This design comes from an exercise in tuning for small area, a short achievable clock period and few clock cycles per item on the open sky130 flow, not from production work.
Power figures rest on the tool's default switching activity, not on a simulated workload.

// boundary_prefix_search
module boundary_prefix_search #(
  parameter int unsigned      MAX_BOUNDARY   = 56,
  parameter longint unsigned  MAX_STRING_LEN = 65536
) (
  input  logic                                clk_i,
  input  logic                                rst_ni,
  input  logic                                in_valid_i,
  output logic                                in_stall_o,
  input  logic [8:0]                          in_data_i,
  output logic                                out_valid_o,
  input  logic                                out_stall_i,
  output logic [23:0]                         out_data_o,
  input  logic                                cfg_we_i,
  input  logic [2:0]                          cfg_idx_i,
  input  logic [63:0]                         cfg_data_i
);
  localparam int unsigned NB = 56;
  logic [5:0]         lenm1_q;            
  logic [NB-1:0][7:0] pat_q;
  logic [6:0]         wv_q;               
  logic [5:0]         lenm1_d;
  always_comb begin
    if (cfg_data_i[5:0] == 6'd0)       lenm1_d = 6'd0;
    else if (cfg_data_i[5:0] > 6'd56)  lenm1_d = 6'd55;
    else                               lenm1_d = cfg_data_i[5:0] - 6'd1;
  end
  ...
Size in the first run: ~580 flip-flops.
Settings: LEC_CHECK=0, ABC_CLOCK_PERIOD_IN_PS=2500, CAP_MARGIN=20, CORE_MARGIN=2, CORE_UTILIZATION=40, CTS_CLUSTER_DIAMETER=100, CTS_CLUSTER_SIZE=30, SETUP_SLACK_MARGIN=5.0, SLEW_MARGIN=20; clock period 7.5 ns.
run.sh (not shown) runs the stock make flow with config.mk's settings and CLKGATE_MAP_FILE= SYNTH_SCRIPT=/design/flow/synth_recipe.tcl, a recipe that flattens the netlist after the stock synthesis.
Change:
--- a/flow/design.v
+++ b/flow/design.v
@@ -58,94 +58,83 @@
     end else if (cfg_we_i) begin
       if (cfg_idx_i == 3'd0) lenm1_q <= lenm1_d;
       else                   wv_q[cfg_idx_i - 3'd1] <= 1'b1;
     end
   end
   always_ff @(posedge clk_i) begin
     for (int w = 0; w < 7; w++) begin
       if (cfg_we_i && cfg_idx_i == 3'(w + 1)) begin
         for (int j = 0; j < 8; j++) pat_q[w*8 + j] <= cfg_data_i[j*8 +: 8];
       end
     end
   end
-  logic stall_q, ready_q;
-  logic l_valid_q, l_last_q, l_ph_q, out_valid_q, out_idle_q;
-  logic stall_d;
+  logic stall_q;
+  logic l_valid_q, l_last_q, l_ph_q, out_valid_q;
   logic take, l_ready, out_free, move;
   logic l_valid_d, l_last_d, l_ph_d, out_valid_d;
-  assign take     = in_valid_i && ready_q;
-  assign out_free = out_idle_q || !out_stall_i;
+  assign take     = in_valid_i && !stall_q;
+  assign out_free = !out_valid_q || !out_stall_i;
   assign l_ready  = !l_valid_q || !l_last_q || (l_ph_q && out_free);
   assign move     = l_valid_q && l_last_q && l_ph_q && out_free;
   always_comb begin
     l_valid_d   = l_ready ? take : l_valid_q;
     l_last_d    = l_ready ? (take && in_data_i[0]) : l_last_q;
     l_ph_d      = l_valid_q && l_last_q && !l_ready;
-    out_valid_d = move || (!out_idle_q && out_stall_i);
-    stall_d     = l_valid_d && l_last_d && (!l_ph_d || out_valid_d);
+    out_valid_d = move || (out_valid_q && out_stall_i);
   end
   always_ff @(posedge clk_i or negedge rst_ni) begin
     if (!rst_ni) begin
       stall_q     <= 1'b0;
-      ready_q     <= 1'b1;
-      out_idle_q  <= 1'b1;
       l_valid_q   <= 1'b0;
       l_last_q    <= 1'b0;
       l_ph_q      <= 1'b0;
       out_valid_q <= 1'b0;
     end else begin
-      stall_q     <= stall_d;
-      ready_q     <= !stall_d;
-      out_idle_q  <= !out_valid_d;
+      stall_q     <= l_valid_d && l_last_d && (!l_ph_d || out_valid_d);
       l_ph_q      <= l_ph_d;
       l_valid_q   <= l_valid_d;
       l_last_q    <= l_last_d;
       out_valid_q <= out_valid_d;
     end
   end
   logic [NB-1:0] live_q, live_d, hit;
   logic [15:0]   pcnt_q, pcnt_d;          
   logic          first_q;                 
-  logic          full_seen_q, extra_q;
+  logic          full_seen_q;
   logic          full_now;
   logic          l_take;
   logic          at_lim;
   logic          zbyte;
   assign l_take = take;                   
   always_comb begin
     zbyte = (in_data_i[8:1] == 8'd0);
     for (int k = 0; k < NB; k++) begin
       hit[k] = wv_q[k/8] ? (pat_q[k] == in_data_i[8:1]) : zbyte;
     end
     at_lim    = !first_q && (pcnt_q == 16'hFFFF);
     live_d[0] = hit[0] && !at_lim;
     for (int k = 1; k < NB; k++) begin
       live_d[k] = hit[k] && live_q[k-1] && !first_q && !at_lim;
     end
     if (first_q)                                                   pcnt_d = 16'd1;
-    else if (pcnt_q == 16'hFFFF || full_seen_q)                   pcnt_d = pcnt_q;
+    else if (pcnt_q == 16'hFFFF || full_seen_q || (l_valid_q && full_now)) pcnt_d = pcnt_q;
     else                                                           pcnt_d = pcnt_q + 16'd1;
   end
   always_ff @(posedge clk_i or negedge rst_ni) begin
     if (!rst_ni) begin
       first_q     <= 1'b1;
       full_seen_q <= 1'b0;
-      extra_q     <= 1'b0;
     end else begin
       if (l_take) first_q <= in_data_i[0];
-      if (l_valid_q && l_ready) begin
-        full_seen_q <= !l_last_q && (full_seen_q || full_now);
-        extra_q     <= !l_last_q && (extra_q || (full_now && !full_seen_q && l_take &&
-                                                 pcnt_q != 16'hFFFF));
-      end
+      if (l_valid_q && l_ready) full_seen_q <= !l_last_q && (full_seen_q || full_now);
     end
   end
   always_ff @(posedge clk_i) begin
     if (l_take) begin
       live_q <= live_d;
       pcnt_q <= pcnt_d;
     end
   end
   logic [63:0] scan;
   logic        tail_hit;
   logic [5:0]  tail_k;
   logic [31:0] v1;  logic [31:0][0:0] i1;
@@ -202,36 +191,36 @@
     add_inv6 = {c[6], x ^ c[5:0]};
   endfunction
   function automatic logic [9:0] dec10(input logic [9:0] a);
     for (int i = 0; i < 10; i++) begin
       dec10[i] = a[i] ^ ~(|(a & ((10'd1 << i) - 10'd1)));
     end
   endfunction
   logic        r_full_q, r_hit_q;
   logic [5:0]  r_sub_q;
   always_ff @(posedge clk_i) begin
     r_full_q <= full_seen_q || full_now;
     r_hit_q  <= full_seen_q || full_now || tail_hit;
-    r_sub_q  <= (full_seen_q || full_now) ? (extra_q ? lenm1_q + 6'd1 : lenm1_q) : tail_k;
+    r_sub_q  <= (full_seen_q || full_now) ? lenm1_q : tail_k;
   end
   logic [6:0]  lo;
   logic [9:0]  hi_m1;
   logic [23:0] res;
   always_comb begin
     hi_m1 = dec10(pcnt_q[15:6]);
     lo    = add_inv6(pcnt_q[5:0], r_sub_q, 1'b0);
     res   = '0;
     if (r_hit_q) begin
       res[23]   = 1'b1;
       res[22]   = r_full_q;
       res[21:6] = {lo[6] ? pcnt_q[15:6] : hi_m1, lo[5:0]};
-      res[5:0]  = r_full_q ? 6'd0 : add_inv6(lenm1_q, r_sub_q, 1'b1);
+      res[5:0]  = add_inv6(lenm1_q, r_sub_q, 1'b1);
     end
   end
   logic [23:0] out_q;
   always_ff @(posedge clk_i) begin
     if (move) out_q <= res;
   end
   assign in_stall_o  = stall_q;
   assign out_valid_o = out_valid_q;
   assign out_data_o  = out_q;
 endmodule
Final area shrinks by 6.9%.
Register-to-register slack loses 260 ps.
Non-clock buffer count decreases by 82.
Worst hold slack loses 26 ps.
Total power climbs by 3.0%.
Die area goes down by 2.1%.
Synthesized cell count shrinks by 5.5%.
Sequential cell count shrinks by 3.
Wire length shrinks by 8.9%.
No run of this note included a check of the RTL's function; only the layout flow was run.


The RTL this note starts from:
==> flow/design.v <==
package bps_pkg;
  localparam int unsigned PATTERN_WORDS = 7;
  localparam int unsigned CFG_DATA_W    = 64;
  localparam int unsigned CFG_IDX_W     = 3;
  localparam int unsigned LEN_W         = 6;
  localparam int unsigned START_W       = 16;
  typedef enum logic [CFG_IDX_W-1:0] {
    CFG_BOUNDARY_LENGTH = 3'd0,
    CFG_PATTERN_WORD_0  = 3'd1,
    CFG_PATTERN_WORD_1  = 3'd2,
    CFG_PATTERN_WORD_2  = 3'd3,
    CFG_PATTERN_WORD_3  = 3'd4,
    CFG_PATTERN_WORD_4  = 3'd5,
    CFG_PATTERN_WORD_5  = 3'd6,
    CFG_PATTERN_WORD_6  = 3'd7
  } cfg_idx_e;
  typedef struct packed {
    logic [7:0] data_byte;
    logic       last_byte;
  } in_t;
  typedef struct packed {
    logic               found;
    logic               full_res;
    logic [START_W-1:0] match_start;
    logic [LEN_W-1:0]   bytes_missing;
  } out_t;
endpackage
module boundary_prefix_search #(
  parameter int unsigned      MAX_BOUNDARY   = 56,
  parameter longint unsigned  MAX_STRING_LEN = 65536
) (
  input  logic                                clk_i,
  input  logic                                rst_ni,
  input  logic                                in_valid_i,
  output logic                                in_stall_o,
  input  logic [8:0]                          in_data_i,
  output logic                                out_valid_o,
  input  logic                                out_stall_i,
  output logic [23:0]                         out_data_o,
  input  logic                                cfg_we_i,
  input  logic [2:0]                          cfg_idx_i,
  input  logic [63:0]                         cfg_data_i
);
  localparam int unsigned NB = 56;
  logic [5:0]         lenm1_q;            
  logic [NB-1:0][7:0] pat_q;
  logic [6:0]         wv_q;               
  logic [5:0]         lenm1_d;
  always_comb begin
    if (cfg_data_i[5:0] == 6'd0)       lenm1_d = 6'd0;
    else if (cfg_data_i[5:0] > 6'd56)  lenm1_d = 6'd55;
    else                               lenm1_d = cfg_data_i[5:0] - 6'd1;
  end
  always_ff @(posedge clk_i or negedge rst_ni) begin
    if (!rst_ni) begin
      lenm1_q <= 6'd0;
      wv_q    <= '0;
    end else if (cfg_we_i) begin
      if (cfg_idx_i == 3'd0) lenm1_q <= lenm1_d;
      else                   wv_q[cfg_idx_i - 3'd1] <= 1'b1;
    end
  end
  always_ff @(posedge clk_i) begin
    for (int w = 0; w < 7; w++) begin
      if (cfg_we_i && cfg_idx_i == 3'(w + 1)) begin
        for (int j = 0; j < 8; j++) pat_q[w*8 + j] <= cfg_data_i[j*8 +: 8];
      end
    end
  end
  logic stall_q;
  logic s1_valid_q, l_valid_q, l_last_q, l_ph_q, out_valid_q;
  logic s1_ready, l_ready, out_free, move;
  logic s1_valid_d, l_valid_d, l_last_d, l_ph_d, out_valid_d;
  logic [7:0] s1_byte_q;
  logic [7:0] s1_nbyte_q;                 
  logic       s1_last_q;
  assign out_free = !out_valid_q || !out_stall_i;
  assign l_ready  = !l_valid_q || !l_last_q || (l_ph_q && out_free);
  assign s1_ready = !s1_valid_q || l_ready;
  assign move     = l_valid_q && l_last_q && l_ph_q && out_free;
  always_comb begin
    s1_valid_d  = s1_ready ? (in_valid_i && !stall_q) : s1_valid_q;
    l_valid_d   = l_ready ? s1_valid_q : l_valid_q;
    l_last_d    = l_ready ? (s1_valid_q && s1_last_q) : l_last_q;
    l_ph_d      = l_valid_q && l_last_q && !l_ready;
    out_valid_d = move || (out_valid_q && out_stall_i);
  end
  always_ff @(posedge clk_i or negedge rst_ni) begin
    if (!rst_ni) begin
      stall_q     <= 1'b0;
      s1_valid_q  <= 1'b0;
      l_valid_q   <= 1'b0;
      l_last_q    <= 1'b0;
      l_ph_q      <= 1'b0;
      out_valid_q <= 1'b0;
    end else begin
      stall_q     <= s1_valid_d && l_valid_d && l_last_d && (!l_ph_d || out_valid_d);
      l_ph_q      <= l_ph_d;
      s1_valid_q  <= s1_valid_d;
      l_valid_q   <= l_valid_d;
      l_last_q    <= l_last_d;
      out_valid_q <= out_valid_d;
    end
  end
  always_ff @(posedge clk_i) begin
    if (s1_ready) begin
      s1_byte_q  <= in_data_i[8:1];
      s1_nbyte_q <= ~in_data_i[8:1];
      s1_last_q <= in_data_i[0];
    end
  end
  logic [NB-1:0] live_q, live_d, hit;
  logic [15:0]   pcnt_q, pcnt_d;          
  logic          first_q;                 
  logic          full_seen_q;
  logic          full_now;
  logic          l_take;
  logic          at_lim;
  logic          zbyte;
  assign l_take = s1_valid_q && l_ready;
  always_comb begin
    zbyte = (s1_byte_q == 8'd0);
    for (int k = 0; k < NB; k++) begin
      if (k < NB/2) hit[k] = wv_q[k/8] ? (pat_q[k] == s1_byte_q) : zbyte;
      else          hit[k] = wv_q[k/8] ? (pat_q[k] == ~s1_nbyte_q) : zbyte;
    end
    at_lim    = !first_q && (pcnt_q == 16'hFFFF);
    live_d[0] = hit[0] && !at_lim;
    for (int k = 1; k < NB; k++) begin
      live_d[k] = hit[k] && live_q[k-1] && !first_q && !at_lim;
    end
    if (first_q)                                                   pcnt_d = 16'd1;
    else if (pcnt_q == 16'hFFFF || full_seen_q || (l_valid_q && full_now)) pcnt_d = pcnt_q;
    else                                                           pcnt_d = pcnt_q + 16'd1;
  end
  always_ff @(posedge clk_i or negedge rst_ni) begin
    if (!rst_ni) begin
      first_q     <= 1'b1;
      full_seen_q <= 1'b0;
    end else begin
      if (l_take) first_q <= s1_last_q;
      if (l_valid_q && l_ready) full_seen_q <= !l_last_q && (full_seen_q || full_now);
    end
  end
  always_ff @(posedge clk_i) begin
    if (l_take) begin
      live_q <= live_d;
      pcnt_q <= pcnt_d;
    end
  end
  logic [63:0] scan;
  logic        tail_hit;
  logic [5:0]  tail_k;
  logic        full;
  logic [31:0] v1;  logic [31:0][0:0] i1;
  logic [15:0] v2;  logic [15:0][1:0] i2;
  logic [7:0]  v3;  logic [7:0][2:0]  i3;
  logic [3:0]  v4;  logic [3:0][3:0]  i4;
  logic [1:0]  v5;  logic [1:0][4:0]  i5;
  always_comb begin
    full_now = live_q[lenm1_q];
    scan     = 64'(live_q);
    for (int n = 0; n < 32; n++) begin
      v1[n] = scan[2*n+1] | scan[2*n];
      i1[n] = scan[2*n+1];
    end
    for (int n = 0; n < 16; n++) begin
      v2[n] = v1[2*n+1] | v1[2*n];
      i2[n] = v1[2*n+1] ? {1'b1, i1[2*n+1]} : {1'b0, i1[2*n]};
    end
    for (int n = 0; n < 8; n++) begin
      v3[n] = v2[2*n+1] | v2[2*n];
      i3[n] = v2[2*n+1] ? {1'b1, i2[2*n+1]} : {1'b0, i2[2*n]};
    end
    for (int n = 0; n < 4; n++) begin
      v4[n] = v3[2*n+1] | v3[2*n];
      i4[n] = v3[2*n+1] ? {1'b1, i3[2*n+1]} : {1'b0, i3[2*n]};
    end
    for (int n = 0; n < 2; n++) begin
      v5[n] = v4[2*n+1] | v4[2*n];
      i5[n] = v4[2*n+1] ? {1'b1, i4[2*n+1]} : {1'b0, i4[2*n]};
    end
    tail_hit = v5[1] | v5[0];
    tail_k   = v5[1] ? {1'b1, i5[1]} : {1'b0, i5[0]};
  end
  function automatic logic [6:0] add_inv6(input logic [5:0] a, input logic [5:0] b);
    logic [5:0] g, p, c;
    logic       cy;
    g  = a & ~b;
    p  = a ^ ~b;
    cy = 1'b0;
    for (int i = 0; i < 6; i++) begin
      c[i] = cy;
      cy   = g[i] | (p[i] & cy);
    end
    add_inv6 = {cy, p ^ c};
  endfunction
  logic [6:0]  lo_full, lo_tail;
  logic [9:0]  hi_m1;
  logic [15:0] start_full, start_tail;
  logic [23:0] res;
  logic        r_full_q, r_hit_q;
  logic [5:0]  r_k_q;
  always_ff @(posedge clk_i) begin
    r_full_q <= full_seen_q || full_now;
    r_hit_q  <= tail_hit;
    r_k_q    <= tail_k;
  end
  always_comb begin
    full       = r_full_q;
    hi_m1      = pcnt_q[15:6] - 10'd1;
    lo_full    = add_inv6(pcnt_q[5:0], lenm1_q);
    lo_tail    = add_inv6(pcnt_q[5:0], r_k_q);
    start_full = {lo_full[6] ? pcnt_q[15:6] : hi_m1, lo_full[5:0]};
    start_tail = {lo_tail[6] ? pcnt_q[15:6] : hi_m1, lo_tail[5:0]};
    res = '0;
    if (full) begin
      res[23]   = 1'b1;
      res[22]   = 1'b1;
      res[21:6] = start_full;
    end else if (r_hit_q) begin
      res[23]   = 1'b1;
      res[21:6] = start_tail;
      res[5:0]  = lenm1_q - r_k_q;
    end
  end
  logic [23:0] out_q;
  always_ff @(posedge clk_i) begin
    if (move) out_q <= res;
  end
  assign in_stall_o  = stall_q;
  assign out_valid_o = out_valid_q;
  assign out_data_o  = out_q;
endmodule
make LEC_CHECK=0 ABC_CLOCK_PERIOD_IN_PS=2800 CAP_MARGIN=20 CORE_MARGIN=2 CORE_UTILIZATION=40 SETUP_SLACK_MARGIN=4.7 SLEW_MARGIN=20 finish   # period 7.5 ns
The starting point finished clean.
Rerun with:
--- a/flow/design.v
+++ b/flow/design.v
@@ -68,21 +68,19 @@
     end
   end
   logic stall_q;
-  logic s1_valid_q, l_valid_q, l_last_q, l_ph_q, out_valid_q;
+  logic s1_valid_q, l_valid_q, l_last_q, out_valid_q;
   logic s1_ready, l_ready, out_free, move;
-  logic s1_valid_d, l_valid_d, l_last_d, l_ph_d, out_valid_d;
+  logic s1_valid_d, l_valid_d, l_last_d, out_valid_d;
   logic [7:0] s1_byte_q;
-  logic [7:0] s1_nbyte_q;                 
   logic       s1_last_q;
   assign out_free = !out_valid_q || !out_stall_i;
-  assign l_ready  = !l_valid_q || !l_last_q || (l_ph_q && out_free);
+  assign l_ready  = !l_valid_q || !l_last_q || out_free;
   assign s1_ready = !s1_valid_q || l_ready;
-  assign move     = l_valid_q && l_last_q && l_ph_q && out_free;
+  assign move     = l_valid_q && l_last_q && out_free;
   always_comb begin
     s1_valid_d  = s1_ready ? (in_valid_i && !stall_q) : s1_valid_q;
     l_valid_d   = l_ready ? s1_valid_q : l_valid_q;
     l_last_d    = l_ready ? (s1_valid_q && s1_last_q) : l_last_q;
-    l_ph_d      = l_valid_q && l_last_q && !l_ready;
     out_valid_d = move || (out_valid_q && out_stall_i);
   end
   always_ff @(posedge clk_i or negedge rst_ni) begin
@@ -91,11 +89,9 @@
       s1_valid_q  <= 1'b0;
       l_valid_q   <= 1'b0;
       l_last_q    <= 1'b0;
-      l_ph_q      <= 1'b0;
       out_valid_q <= 1'b0;
     end else begin
-      stall_q     <= s1_valid_d && l_valid_d && l_last_d && (!l_ph_d || out_valid_d);
-      l_ph_q      <= l_ph_d;
+      stall_q     <= s1_valid_d && l_valid_d && l_last_d && out_valid_d;
       s1_valid_q  <= s1_valid_d;
       l_valid_q   <= l_valid_d;
       l_last_q    <= l_last_d;
@@ -104,8 +100,7 @@
   end
   always_ff @(posedge clk_i) begin
     if (s1_ready) begin
-      s1_byte_q  <= in_data_i[8:1];
-      s1_nbyte_q <= ~in_data_i[8:1];
+      s1_byte_q <= in_data_i[8:1];
       s1_last_q <= in_data_i[0];
     end
   end
@@ -121,8 +116,7 @@
   always_comb begin
     zbyte = (s1_byte_q == 8'd0);
     for (int k = 0; k < NB; k++) begin
-      if (k < NB/2) hit[k] = wv_q[k/8] ? (pat_q[k] == s1_byte_q) : zbyte;
-      else          hit[k] = wv_q[k/8] ? (pat_q[k] == ~s1_nbyte_q) : zbyte;
+      hit[k] = wv_q[k/8] ? (pat_q[k] == s1_byte_q) : zbyte;
     end
     at_lim    = !first_q && (pcnt_q == 16'hFFFF);
     live_d[0] = hit[0] && !at_lim;
@@ -199,18 +193,11 @@
   logic [9:0]  hi_m1;
   logic [15:0] start_full, start_tail;
   logic [23:0] res;
-  logic        r_full_q, r_hit_q;
-  logic [5:0]  r_k_q;
-  always_ff @(posedge clk_i) begin
-    r_full_q <= full_seen_q || full_now;
-    r_hit_q  <= tail_hit;
-    r_k_q    <= tail_k;
-  end
-  always_comb begin
-    full       = r_full_q;
+  always_comb begin
+    full       = full_seen_q || full_now;
     hi_m1      = pcnt_q[15:6] - 10'd1;
     lo_full    = add_inv6(pcnt_q[5:0], lenm1_q);
-    lo_tail    = add_inv6(pcnt_q[5:0], r_k_q);
+    lo_tail    = add_inv6(pcnt_q[5:0], tail_k);
     start_full = {lo_full[6] ? pcnt_q[15:6] : hi_m1, lo_full[5:0]};
     start_tail = {lo_tail[6] ? pcnt_q[15:6] : hi_m1, lo_tail[5:0]};
     res = '0;
@@ -218,10 +205,10 @@
       res[23]   = 1'b1;
       res[22]   = 1'b1;
       res[21:6] = start_full;
-    end else if (r_hit_q) begin
+    end else if (tail_hit) begin
       res[23]   = 1'b1;
       res[21:6] = start_tail;
-      res[5:0]  = lenm1_q - r_k_q;
+      res[5:0]  = lenm1_q - tail_k;
     end
   end
   logic [23:0] out_q;
What happened: The new run completed without violations; via count grows slightly; sequential share of layout area falls by 1.5 points; routed wire length is lower slightly; core utilization came out higher by 0.80 points; non-clock buffer count is higher by 17.
Function was not checked in any run of this note: the RTL went through the layout flow alone.

[re-timing with driven ports]
How much do the figures lean on ideal ports? The routed layouts below were timed once more, with nothing changed but the port constraints. Step 1, drivers: a clkbuf_16 drives clk_i and a buf_2 each remaining input, both assumed. Step 2, shift: input delay + t, output delay - t, t = (earliest + latest rising clock arrival at the registers) / 2. This alone moves slack from input paths to output paths. Slacks: ideal ports / drivers / drivers and shift; pairs: ideal ports / drivers.
run	t (ns)	setup slack, ns	worst setup path after step 2
the first run of note 1	0.666	4.849 / 4.789 / 4.128	input to register
the second run of note 1	0.665	4.763 / 4.763 / 4.221	input to register
the first run of note 2	0.682	4.279 / 4.279 / 3.992	input to register
the second run of note 2	0.696	2.772 / 2.772 / 2.772	register to register
After both steps every run listed still meets setup and hold. For the first run of note 1, which loses most, drivers alone change the setup slack by -0.060 ns; drivers and shift together by -0.721 ns.
